What follows belongs to an exercise in optimizing a design on an open flow for a short achievable clock period and few clock cycles per item; a production flow would make more cautious choices.
The RTL was checked by simulation tests, not by an equivalence proof against the original design.
Power figures rest on the tool's default switching activity, not on a simulated workload.

==> design/flow/design.v <==
package ex_pkg;
    typedef logic [64-1:0] xword_t;
    typedef enum logic [3:0]
    {
        alu_idle,
        alu_add,
        alu_sub,
        alu_sll,
        alu_srl,
        alu_sra,
        alu_and,
        alu_or,
        alu_xor,
        alu_slt,
        alu_sltu,
        alu_pass
    } alu_op_t;
    typedef enum logic [3:0]
    {
        br_none,
        br_jal,
        br_jalr,
        br_eq,
        br_ne,
        br_lt,
        br_ge,
        br_ltu,
        br_geu
    } br_kind_t;
endpackage
module ks_add
#(
    parameter int W = 32
)
(
    input  logic [W-1:0] a,
    input  logic [W-1:0] b,
    output logic [W-1:0] s0,       
    output logic [W-1:0] s1,       
    output logic         c0,       
    output logic         c1        
);
    localparam int L = $clog2(W);
    logic [W-1:0] g [L+1];
    logic [W-1:0] p [L+1];
    assign g[0] = a & b;
    assign p[0] = a ^ b;
    for (genvar k = 0; k < L; k++)
    begin : g_lvl
        for (genvar i = 0; i < W; i++)
        begin : g_bit
            if (i >= (1 << k))
            begin : g_merge
                assign g[k+1][i] = g[k][i] | (p[k][i] & g[k][i-(1<<k)]);
                assign p[k+1][i] = p[k][i] & p[k][i-(1<<k)];
            end
            else
            begin : g_pass
                assign g[k+1][i] = g[k][i];
                assign p[k+1][i] = p[k][i];
            end
        end
    end
    assign s0 = p[0] ^ {g[L][W-2:0], 1'b0};
    assign s1 = p[0] ^ {g[L][W-2:0] | p[L][W-2:0], 1'b1};
    assign c0 = g[L][W-1];
    assign c1 = g[L][W-1] | p[L][W-1];
endmodule
module block_add
#(
    parameter logic CIN = 1'b0
)
(
    input  logic [63:0] a,
    input  logic [63:0] b,
    output logic [63:0] s0,        
    output logic [63:0] s1,        
    output logic [3:0]  c0,        
    output logic [3:0]  c1         
);
    logic [15:0] x0, x1;
    logic        y0, y1;
    ks_add #(.W(16)) u_b0 (.a(a[15:0]), .b(b[15:0]), .s0(x0), .s1(x1), .c0(y0), .c1(y1));
    assign s0[15:0] = CIN ? x1 : x0;
    assign s1[15:0] = CIN ? x1 : x0;
    assign c0[0]    = CIN ? y1 : y0;
    assign c1[0]    = CIN ? y1 : y0;
    for (genvar k = 1; k < 4; k++)
    begin : g_blk
        ks_add #(.W(16)) u_b
        (
            .a(a[16*k +: 16]), .b(b[16*k +: 16]),
            .s0(s0[16*k +: 16]), .s1(s1[16*k +: 16]), .c0(c0[k]), .c1(c1[k])
        );
    end
endmodule
module block_carry
(
    input  logic [3:0] c0,
    input  logic [3:0] c1,
    output logic [3:0] cin,        
    output logic       cout
);
    assign cin[0] = 1'b0;
    assign cin[1] = c0[0];
    assign cin[2] = c0[1] | (c1[1] & c0[0]);
    assign cin[3] = c0[2] | (c1[2] & c0[1]) | (c1[2] & c1[1] & c0[0]);
    assign cout   = c0[3] | (c1[3] & c0[2]) | (c1[3] & c1[2] & c0[1]) | (c1[3] & c1[2] & c1[1] & c0[0]);
endmodule
module block_sel
(
    input  logic [63:0] s0,
    input  logic [63:0] s1,
    input  logic [3:0]  cin,
    output logic [63:0] s
);
    assign s[15:0] = s0[15:0];
    for (genvar k = 1; k < 4; k++)
    begin : g_blk
        assign s[16*k +: 16] = cin[k] ? s1[16*k +: 16] : s0[16*k +: 16];
    end
endmodule
module branch_resolver
(
    input  ex_pkg::br_kind_t br_kind,
    input  ex_pkg::xword_t   rs1,
    input  ex_pkg::xword_t   rs2,
    input  ex_pkg::xword_t   pc,
    input  ex_pkg::xword_t   imm,
    output logic             res_taken,
    output ex_pkg::xword_t   res_target,
    output ex_pkg::xword_t   res_link,
    output logic             res_misaligned
);
    localparam int ALIGN_W = $clog2(4);
    logic       eq;
    logic       lt;
    logic       ltu;
    logic       taken;
    ex_pkg::xword_t     base;
    ex_pkg::xword_t     target;
    assign eq  = rs1 == rs2;
    assign lt  = $signed(rs1) < $signed(rs2);
    assign ltu = rs1 < rs2;
    always_comb
    begin
        case (br_kind)
            ex_pkg::br_none:
                taken = 1'b0;
            ex_pkg::br_jal, ex_pkg::br_jalr:
                taken = 1'b1;
            ex_pkg::br_eq:
                taken = eq;
            ex_pkg::br_ne:
                taken = !eq;
            ex_pkg::br_lt:
                taken = lt;
            ex_pkg::br_ge:
                taken = !lt;
            ex_pkg::br_ltu:
                taken = ltu;
            ex_pkg::br_geu:
                taken = !ltu;
            default:
                taken = 1'b0;
        endcase
    end
    assign base   = (br_kind == ex_pkg::br_jalr) ? rs1 : pc;
    assign target = base + imm;
    assign res_taken      = taken;
    assign res_target     = target;
    assign res_link       = pc + ex_pkg::xword_t'(4);
    assign res_misaligned = taken && (|target[ALIGN_W-1:0]);
endmodule
module ex_result_reg
(
    input  logic             CLK,
    input  logic             RST,
    input  ex_pkg::br_kind_t br_kind,
    input  ex_pkg::xword_t   alu_result,
    input  logic             br_taken,
    input  ex_pkg::xword_t   br_target,
    input  ex_pkg::xword_t   br_link,
    input  logic             br_misaligned,
    input  logic             in_valid,
    output logic             in_ready,
    output logic             out_valid,
    input  logic             out_ready,
    output ex_pkg::xword_t   result,
    output logic             redirect,
    output ex_pkg::xword_t   redirect_pc,
    output logic             target_misaligned
);
    logic       accept;
    logic       is_jump;
    logic       redirect_d;
    ex_pkg::xword_t     result_d;
    assign is_jump    = (br_kind == ex_pkg::br_jal) || (br_kind == ex_pkg::br_jalr);
    assign result_d   = is_jump ? br_link : alu_result;
    assign redirect_d = br_taken && !br_misaligned;
    assign in_ready = !out_valid || out_ready;
    assign accept   = in_valid && in_ready;
    always_ff @(posedge CLK)
    begin
        if (RST)
        begin
            out_valid         <= 1'b0;
            redirect          <= 1'b0;
            target_misaligned <= 1'b0;
        end
        else if (in_ready)
        begin
            out_valid <= in_valid;
            if (accept)
            begin
                redirect          <= redirect_d;
                target_misaligned <= br_misaligned;
            end
        end
    end
    always_ff @(posedge CLK)
    begin
        if (accept)
        begin
            result      <= result_d;
            redirect_pc <= br_target;
        end
    end
endmodule
module ex_stage
(
    input  logic                CLK,
    input  logic                RST,
    input  logic                in_valid,
    output logic                in_ready,
    input  logic [3:0]          op,
    input  logic                word,
    input  logic [3:0]          br_kind,
    input  logic [63:0]         rs1,
    input  logic [63:0]         rs2,
    input  logic [63:0]         pc,
    input  logic [63:0]         imm,
    output logic                out_valid,
    input  logic                out_ready,
    output logic [63:0]         result,
    output logic                redirect,
    output logic [63:0]         redirect_pc,
    output logic                target_misaligned
);
    localparam int QD  = 2;            
    localparam int CAP = QD + 1;       
    localparam int CW  = 2;            
    logic          accept;
    logic          take;
    logic [CW-1:0] occ;
    logic [CW-1:0] occ_d;
    assign accept = in_valid && in_ready;
    assign take   = out_valid && out_ready;
    assign occ_d  = occ + CW'(accept) - CW'(take);
    always_ff @(posedge CLK)
    begin
        if (RST)
        begin
            occ      <= '0;
            in_ready <= 1'b0;
        end
        else
        begin
            occ      <= occ_d;
            in_ready <= (occ_d < CW'(CAP));
        end
    end
    logic d_add, d_sub, d_sll, d_srl, d_sra, d_and, d_or, d_xor, d_slt, d_sltu, d_pass;
    logic d_jump, d_jalr;
    assign d_add  = (op == 4'd1);
    assign d_sub  = (op == 4'd2);
    assign d_sll  = (op == 4'd3);
    assign d_srl  = (op == 4'd4);
    assign d_sra  = (op == 4'd5);
    assign d_and  = (op == 4'd6);
    assign d_or   = (op == 4'd7);
    assign d_xor  = (op == 4'd8);
    assign d_slt  = (op == 4'd9);
    assign d_sltu = (op == 4'd10);
    assign d_pass = (op == 4'd11);
    assign d_jump = (br_kind == 4'd1) || (br_kind == 4'd2);
    assign d_jalr = (br_kind == 4'd2);
    logic [63:0] add_s0_a, add_s1_a, sub_s0_a, sub_s1_a;
    logic [63:0] tp_s0_a, tp_s1_a, tr_s0_a, tr_s1_a;
    logic [3:0]  add_c0_a, add_c1_a, sub_c0_a, sub_c1_a;
    logic [3:0]  tp_c0_a, tp_c1_a, tr_c0_a, tr_c1_a;
    block_add #(.CIN(1'b0)) u_add (.a(rs1), .b(rs2),  .s0(add_s0_a), .s1(add_s1_a), .c0(add_c0_a), .c1(add_c1_a));
    block_add #(.CIN(1'b1)) u_sub (.a(rs1), .b(~rs2), .s0(sub_s0_a), .s1(sub_s1_a), .c0(sub_c0_a), .c1(sub_c1_a));
    block_add #(.CIN(1'b0)) u_tp  (.a(pc),  .b(imm),  .s0(tp_s0_a),  .s1(tp_s1_a),  .c0(tp_c0_a),  .c1(tp_c1_a));
    block_add #(.CIN(1'b0)) u_tr  (.a(rs1), .b(imm),  .s0(tr_s0_a),  .s1(tr_s1_a),  .c0(tr_c0_a),  .c1(tr_c1_a));
    logic [63:0] link_a;
    logic [61:0] lk_t [7];
    assign lk_t[0] = pc[63:2];
    for (genvar k = 0; k < 6; k++)
    begin : g_lk
        for (genvar i = 0; i < 62; i++)
        begin : g_lk_bit
            if (i >= (1 << k))
            begin : g_m
                assign lk_t[k+1][i] = lk_t[k][i] & lk_t[k][i-(1<<k)];
            end
            else
            begin : g_p
                assign lk_t[k+1][i] = lk_t[k][i];
            end
        end
    end
    assign link_a = {pc[63:2] ^ {lk_t[6][60:0], 1'b1}, pc[1:0]};
    logic [63:0] other_a;
    assign other_a = d_jump ? link_a
                   : ({64{d_and}}  & (rs1 & rs2))
                   | ({64{d_or}}   & (rs1 | rs2))
                   | ({64{d_xor}}  & (rs1 ^ rs2))
                   | ({64{d_pass}} & rs2);
    logic        fill_a;
    logic [63:0] shx_a;
    logic [63:0] shf_a;
    logic [2:0]  shc_a;
    assign fill_a = d_sra && (word ? rs1[31] : rs1[63]);
    assign shc_a  = {rs2[5] && !word, rs2[4:3]};
    always_comb
    begin
        if (d_sll)
        begin
            for (int i = 0; i < 64; i++)
                shx_a[i] = rs1[63-i];
        end
        else if (word)
            shx_a = {{32{fill_a}}, rs1[31:0]};
        else
            shx_a = rs1;
    end
    always_comb
    begin
        shf_a = shx_a;
        if (rs2[0]) shf_a = {{1{fill_a}}, shf_a[63:1]};
        if (rs2[1]) shf_a = {{2{fill_a}}, shf_a[63:2]};
        if (rs2[2]) shf_a = {{4{fill_a}}, shf_a[63:4]};
    end
    logic        v2;
    logic [63:0] add_s02, sub_s02, tp_s02, tr_s02;
    logic [63:16] add_s12, sub_s12, tp_s12, tr_s12;
    logic [3:0]  add_c02, add_c12, sub_c02, sub_c12;
    logic [3:0]  tp_c02, tp_c12, tr_c02, tr_c12;
    logic        eq_lo2, eq_hi2;
    logic        sgn_a2, sgn_b2;
    logic [63:0] other2;
    logic [63:0] shf2;
    logic [7:0]  shc2;                  
    logic        fill2;
    logic        s_add2, s_add64_2, s_addw2;
    logic        s_sub2, s_sub64_2, s_subw2;
    logic        s_shr2, s_shr64_2, s_shrw2;
    logic        s_shl2, s_shl64_2, s_shlw2;
    logic        s_slt2, s_sltu2;
    logic        jump2, jalr2;
    logic [5:0]  cond2;                 
    always_ff @(posedge CLK)
    begin
        if (RST)
            v2 <= 1'b0;
        else
            v2 <= accept;
    end
    always_ff @(posedge CLK)
    begin
        add_s02 <= add_s0_a;
        add_s12 <= add_s1_a[63:16];
        add_c02 <= add_c0_a;
        add_c12 <= add_c1_a;
        sub_s02 <= sub_s0_a;
        sub_s12 <= sub_s1_a[63:16];
        sub_c02 <= sub_c0_a;
        sub_c12 <= sub_c1_a;
        tp_s02  <= tp_s0_a;
        tp_s12  <= tp_s1_a[63:16];
        tp_c02  <= tp_c0_a;
        tp_c12  <= tp_c1_a;
        tr_s02  <= tr_s0_a;
        tr_s12  <= tr_s1_a[63:16];
        tr_c02  <= tr_c0_a;
        tr_c12  <= tr_c1_a;
        eq_lo2  <= (rs1[31:0] == rs2[31:0]);
        eq_hi2  <= (rs1[63:32] == rs2[63:32]);
        sgn_a2  <= rs1[63];
        sgn_b2  <= rs2[63];
        other2 <= other_a;
        shf2   <= shf_a;
        for (int k = 0; k < 8; k++)
            shc2[k] <= (shc_a == 3'(k));
        fill2  <= fill_a;
        s_add2    <= d_add && !d_jump;
        s_add64_2 <= d_add && !d_jump && !word;
        s_addw2   <= d_add && !d_jump && word;
        s_sub2    <= d_sub && !d_jump;
        s_sub64_2 <= d_sub && !d_jump && !word;
        s_subw2   <= d_sub && !d_jump && word;
        s_shr2    <= (d_srl || d_sra) && !d_jump;
        s_shr64_2 <= (d_srl || d_sra) && !d_jump && !word;
        s_shrw2   <= (d_srl || d_sra) && !d_jump && word;
        s_shl2    <= d_sll && !d_jump;
        s_shl64_2 <= d_sll && !d_jump && !word;
        s_shlw2   <= d_sll && !d_jump && word;
        s_slt2    <= d_slt && !d_jump;
        s_sltu2   <= d_sltu && !d_jump;
        jump2     <= d_jump;
        jalr2     <= d_jalr;
        cond2     <= {br_kind == 4'd8, br_kind == 4'd7, br_kind == 4'd6,
                      br_kind == 4'd5, br_kind == 4'd4, br_kind == 4'd3};
    end
    logic [63:0] add_b, sub_b, tp_b, tr_b;
    logic [3:0]  add_ci_b, sub_ci_b, tp_ci_b, tr_ci_b;
    logic        sub_co_b;
    logic [63:0] tgt_b, shy_b, res_b;
    logic        ltu_b, lt_b, eq_b, taken_b, mis_b;
    block_carry u_add_c (.c0(add_c02), .c1(add_c12), .cin(add_ci_b), .cout());
    block_carry u_sub_c (.c0(sub_c02), .c1(sub_c12), .cin(sub_ci_b), .cout(sub_co_b));
    block_carry u_tp_c  (.c0(tp_c02),  .c1(tp_c12),  .cin(tp_ci_b),  .cout());
    block_carry u_tr_c  (.c0(tr_c02),  .c1(tr_c12),  .cin(tr_ci_b),  .cout());
    block_sel u_add_s (.s0(add_s02), .s1({add_s12, 16'd0}), .cin(add_ci_b), .s(add_b));
    block_sel u_sub_s (.s0(sub_s02), .s1({sub_s12, 16'd0}), .cin(sub_ci_b), .s(sub_b));
    block_sel u_tp_s  (.s0(tp_s02),  .s1({tp_s12, 16'd0}),  .cin(tp_ci_b),  .s(tp_b));
    block_sel u_tr_s  (.s0(tr_s02),  .s1({tr_s12, 16'd0}),  .cin(tr_ci_b),  .s(tr_b));
    assign tgt_b = jalr2 ? tr_b : tp_b;
    assign ltu_b = !sub_co_b;
    assign lt_b  = (sgn_a2 != sgn_b2) ? sgn_a2 : ltu_b;
    assign eq_b  = eq_lo2 && eq_hi2;
    assign taken_b = jump2
                  || (cond2[0] &&  eq_b)
                  || (cond2[1] && !eq_b)
                  || (cond2[2] &&  lt_b)
                  || (cond2[3] && !lt_b)
                  || (cond2[4] &&  ltu_b)
                  || (cond2[5] && !ltu_b);
    assign mis_b = taken_b && (tgt_b[1:0] != 2'b00);
    always_comb
    begin
        for (int i = 0; i < 64; i++)
        begin
            shy_b[i] = 1'b0;
            for (int k = 0; k < 8; k++)
                shy_b[i] = shy_b[i] | (shc2[k] & ((i + 8*k < 64) ? shf2[(i + 8*k) % 64] : fill2));
        end
    end
    always_comb
    begin
        for (int i = 0; i < 32; i++)
        begin
            res_b[i] = (s_add2 & add_b[i])
                     | (s_sub2 & sub_b[i])
                     | (s_shr2 & shy_b[i])
                     | (s_shl2 & shy_b[63-i])
                     | other2[i];
            res_b[32+i] = (s_add64_2 & add_b[32+i])
                        | (s_addw2   & add_b[31])
                        | (s_sub64_2 & sub_b[32+i])
                        | (s_subw2   & sub_b[31])
                        | (s_shr64_2 & shy_b[32+i])
                        | (s_shrw2   & shy_b[31])
                        | (s_shl64_2 & shy_b[31-i])
                        | (s_shlw2   & shy_b[32])
                        | other2[32+i];
        end
        res_b[0] = res_b[0] | (s_slt2 & lt_b) | (s_sltu2 & ltu_b);
    end
    localparam int EW = 130;
    logic [EW-1:0] ent_b;
    logic [EW-1:0] q [QD];
    logic [QD-1:0] wptr, rptr;            
    logic          qempty;
    logic [EW-1:0] qhead;
    logic [EW-1:0] outr;
    logic          ld;
    logic          bypass, push, pop, hold;
    assign ent_b = {res_b, tgt_b, taken_b && !mis_b, mis_b};
    always_comb
    begin
        qhead = '0;
        for (int i = 0; i < QD; i++)
            qhead = qhead | ({EW{rptr[i]}} & q[i]);
    end
    assign ld     = !out_valid || out_ready;
    assign bypass = qempty && ld;
    assign pop    = ld && !qempty;
    assign hold   = !ld;
    assign push   = v2 && !bypass;
    always_ff @(posedge CLK)
    begin
        for (int i = 0; i < QD; i++)
            if (v2 && wptr[i])
                q[i] <= ent_b;
    end
    always_ff @(posedge CLK)
    begin
        if (RST)
        begin
            wptr      <= QD'(1);
            rptr      <= QD'(1);
            qempty    <= 1'b1;
            out_valid <= 1'b0;
        end
        else
        begin
            if (push)
                wptr <= {wptr[QD-2:0], wptr[QD-1]};
            if (pop)
                rptr <= {rptr[QD-2:0], rptr[QD-1]};
            if (push && !pop)
                qempty <= 1'b0;
            else if (pop && !push)
                qempty <= ({rptr[QD-2:0], rptr[QD-1]} == wptr);
            if (ld)
                out_valid <= !qempty || v2;
        end
    end
    always_ff @(posedge CLK)
    begin
        outr <= ({EW{bypass}} & ent_b)
              | ({EW{pop}}    & qhead)
              | ({EW{hold}}   & outr);
    end
    assign result            = outr[129:66];
    assign redirect_pc       = outr[65:2];
    assign redirect          = outr[1];
    assign target_misaligned = outr[0];
endmodule
==> design/flow/run.sh <==
#!/bin/bash
# synth_recipe.tcl (not shown) runs the flow's synth.tcl, then flattens the netlist and writes it again
# the make line also repeats each setting of config.mk as NAME=value (left out here)
make -C /OpenROAD-flow-scripts/flow DESIGN_CONFIG=/design/flow/config.mk WORK_HOME=/design/flow/orfs CLKGATE_MAP_FILE= SYNTH_SCRIPT=/design/flow/synth_recipe.tcl finish
==> design/flow/config.mk <==
export PLATFORM = sky130hd
export DESIGN_NAME = ex_stage
export DESIGN_NICKNAME = ex_stage
export VERILOG_FILES = /design/flow/design.v
export SDC_FILE = /design/flow/constraint.sdc
export NUM_CORES = 4
export LEC_CHECK = 0
export ABC_CLOCK_PERIOD_IN_PS = 1500
export CAP_MARGIN = 20
export CORE_MARGIN = 2
export CORE_UTILIZATION = 55
export SETUP_SLACK_MARGIN = 5
export SLEW_MARGIN = 20
==> design/flow/constraint.sdc <==
create_clock -name core_clock -period 7.5 [get_ports {CLK}]
set_input_delay 1.5000 -clock core_clock [delete_from_list [all_inputs] [get_ports {CLK}]]
set_output_delay 1.5000 -clock core_clock [all_outputs]
set_load 0.01 [all_outputs]
==> impl_metrics.py <==
metrics = {
    "run_status": {
        "status": "no timing/DRC/antenna violations",
    },
    "yosys": {
        "synth_top_area_share_pct": 27.7,
        "syn_area_um2": 55500,
        "ys_types": 89,
        "synth.avg_cell_area_um2": 9.40,
        "yosys_most_used_dff": "dfxtp_1",
        "synth_area_leaders": "dfxtp_1 (28%), edfxtp_1 (14%), ha_1 (7.6%)",
        "async_reset_ff_share_pct": 0,
        "ys_ff_latch": 1026,
        "yosys.area.top_type": "dfxtp_1",
        "synth.most_common_cell": "dfxtp_1",
        "synth_warnings": 6,
        "netlist_top_cells_count": "dfxtp_1 (766), nand2_1 (713), a21oi_1 (398)",
        "synth_nets": 6518,
        "syn_inst": 5899,
        "synth-edff-count": 260,
        "seq_area_frac_synth_pct": 41.7,
    },
    "clocking": {
        "ctsLongestPathBuffers": 3,
        "cts_tree": "built",
        "clock_latency_ns": 0.75,
        "h-tree-depth": 3,
        "clk_pin_slew_ns": 0.06,
        "clock_sinks": 1026,
        "clockRootBuffer": "clkbuf_16",
        "cts_buffers": 107,
    },
    "final_layout": {
        "multi_input_area_um2": 39100,
        "fin_nets": 7654,
        "fillers": 5342,
        "seqCellArea_um2": 23400,
        "drive_gt1_share_pct": 43.1,
        "area_growth_pct": 50.7,
        "post-route-cell-area_um2": 83600,
    },
    "place": {
        "place_area_um2": 63500,
        "place_ws_ns": 2.22,
        "place.gp.congestion": 1.02,
        "dpl.hpwl_um": 151000,
        "port_buffers": 400,
    },
    "timing": {
        "fmax_ghz": 0.322,
        "period_needed_ns": 3.10,
        "period_share_pct": 41.4,
        "tightestPinTransition_ns": 1.01,
        "rsz0062_at_grt": "true",
        "finalClockSkew_ns": 0.0405,
        "fin_setup_tns_ns": 0,
        "fin_hold_ws_ns": 0.461,
        "slew_headroom_pct": 32.7,
        "setup_ws_ns": 4.40,
        "hold_violations": 0,
        "drv_slew": 0,
        "finalSetupViolations": 0,
    },
    "power": {
        "power.internal_w": 0.0133,
        "netSwitchingFraction_pct": 33.4,
        "pwr-share-comb_pct": 34.3,
        "ir_worst_vdd_mv": 0.223,
        "p_leak_nw": 34.4,
        "seqPwrFrac_pct": 36.7,
        "p_clk_share_pct": 29.0,
        "powerDensity_nw_per_um2": 239,
        "power.switching_w": 0.00667,
    },
    "drt": {
        "avgRoutedWirePerCell_um": 30.5,
        "drc_errors": 0,
        "drt_iter0_markers": 7682,
        "vias": 56600,
        "drt-total-wl_um": 258000,
        "final_antenna_net_count": 0,
        "drtPass1Iterations": 12,
        "viasPerCell": 6.70,
    },
    "die": {
        "core-area_um2": 100000,
        "chipHeight_um": 322,
        "fp.dieW_um": 322,
        "io_pins": 401,
        "rows": 116,
        "start_util_pct": 55.5,
        "dieArea_um2": 103000,
    },
    "global_route": {
        "grt_pass1_wl_um": 346000,
        "grt_pass1_vias": 53300,
        "grt_max_degree": 73,
        "gr-total-overflow": 0,
        "track_usage_pct": 45.0,
        "antenna_found_initial": 24,
    },
    "critical_path": {
        "cp.required_ns": 8.10,
        "r2r_start": "add_c12[0]",
        "crit_fanout": 4,
        "endpoint_kind": "flip-flop",
        "critPathKind": "in2reg",
        "crit_arrival_ns": 3.71,
        "crit_path_start_kind": "input pin",
        "crit_start": "pc[27]",
    },
    "job": {
        "max_cap_violations": 0,
    },
    "hold_path": {
        "hold_start": "q[0][104]",
        "hold_path.class": "reg2reg",
    },
}
==> final timing paths <==
check / slack (ns) / end / cells past startpoint
max: 4.40 / other2[39] / 7
min: 0.46 / outr[104] / 1
max reg2reg: 4.66 / outr[127] / 11
min reg2reg: 0.46 / outr[104] / 1
==> layout by cell type, fill, tap and decap left out, drive strengths merged, types with 45 or more instances in the layout <==
cell type / synthesis / routed
a221oi: 67 / 67
a21oi: 399 / 400
xnor2: 333 / 333
and2: 40 / 46
xor2: 125 / 125
a21o: 100 / 100
a22oi: 104 / 104
mux2: 88 / 88
edfxtp: 260 / 260
a2111oi: 47 / 47
nor3: 64 / 64
nor2b: 59 / 59
a221o: 116 / 116
a22o: 96 / 96
clkbuf: 320 / 186
nand4: 69 / 69
buf: 62 / 1251
nand2b: 45 / 45
a211oi: 50 / 50
inv: 279 / 272
a31oi: 60 / 60
a222oi: 98 / 98
ha: 335 / 335
mux2i: 185 / 185
nand2: 715 / 715
nor2: 314 / 315
nand3: 82 / 82
dfxtp: 766 / 766
o21ai: 206 / 206
o21bai: 52 / 52
==> registers in the layout, summed over array words and instances (netlist names), 4 cells and up <==
| register | count |
|---|---|
| add_s02 | 60 |
| add_s12 | 48 |
| cond2 | 6 |
| other2 | 64 |
| outr | 130 |
| q | 260 |
| shc2 | 8 |
| shf2 | 64 |
| sub_c12 | 4 |
| sub_s02 | 61 |
| sub_s12 | 48 |
| tp_s02 | 64 |
| tp_s12 | 48 |
| tr_s02 | 64 |
| tr_s12 | 48 |
==> what timing repair did <==
action                                   CTS  global route
hold buffers                               0             0
cloned                                    43             6
setup buffers                            655           237
pin swaps                                587           474
resized for setup                       2902           686
endpoints found under the setup margin   946           765
==> worst max-delay path, stage by stage <==
cell and delay, ns:
clkdlybuf4s18_2 0.42, nand2_1 0.11, or4_4 0.61, nor3_4 0.24
nand4_1 0.27, xor2_4 0.42, a21oi_2 0.13
==> kinds of logic (layout without fill, tap and decap cells) <==
kind of cell | after synthesis | in the layout | synth area share [%]
buf+inv | 667 | 1886 | 4.59
simple gates | 1510 | 1520 | 12.4
xor+xnor | 458 | 458 | 7.23
flops | 1026 | 1026 | 41.7
fa+ha+maj | 351 | 351 | 8.12
mux | 275 | 275 | 5.21
other cells | 0 | 16 | 0
compound gates | 1612 | 1613 | 20.7
==> cell type report <==
type	instances	area share, %
Multi-Input combinational cell	4217	46.8
Clock inverter	56	0.883
Timing Repair inverter	8	0.105
Antenna cell	16	0.0479
Inverter	284	1.72
Sequential cell	1026	27.9
Tap cell	1298	1.94
Timing Repair Buffer	1391	16.9
Clock buffer	147	3.70
==> power groups by stage <==
stage          clock network (W)  registers (W)  logic, W
2_1_floorplan                  0        0.00722   0.00297
3_3_place_gp                   0        0.00725   0.00473
3_5_place_dp                   0        0.00727   0.00479
4_1_cts                  0.00577        0.00729   0.00602
5_1_grt                  0.00601        0.00739   0.00712
6_report                 0.00579        0.00734   0.00686
==> through the flow <==
stage               cells  total power (W)  util, %
detailed placement   7283           0.0121     63.5
global route         8432           0.0205     83.6
floorplan            5899           0.0102        -
global placement     7283           0.0120     63.5
finish               8443           0.0200     83.6
CTS                  8184           0.0191     78.9
==> routing by layer <==
| metal | routed length, um | global-route usage [%] |
|---|---|---|
| met1 | 87900 | 51.8 |
| met2 | 111000 | 69.6 |
| met3 | 31600 | 14.0 |
| met4 | 26700 | 35.0 |
| met5 | 220 | 1.37 |
Testbench counts, summed over its fixed seeds: cycles 32,016, items 32,000.

-- re-timing with driven ports --
No port has a modelled driver above. Below, the same layout with a new extraction and two added sets of constraints. Step 1: set_driving_cell puts a clkbuf_16 on CLK and a buf_2 on each other input, an assumption about the parent block. Step 2 times the ports against the registers' clock, not the clock port: input delays grow and output delays shrink by t, the midpoint of the rising clock arrivals with the driver on. a / b / c = ideal ports / drivers / drivers and shift; a / b = the first two.
t (ns): 0.814
setup WS [ns]: 4.396 / 4.408 / 3.595
worst hold slack (ns): 0.461 / 0.461 / 0.461
clock arrival spread, ns: 0.042 / 0.043
pins driven straight from the clock port: 1
After both steps this run still meets setup and hold. For this run, drivers alone change the setup slack by +0.012 ns; drivers and shift together by -0.801 ns.
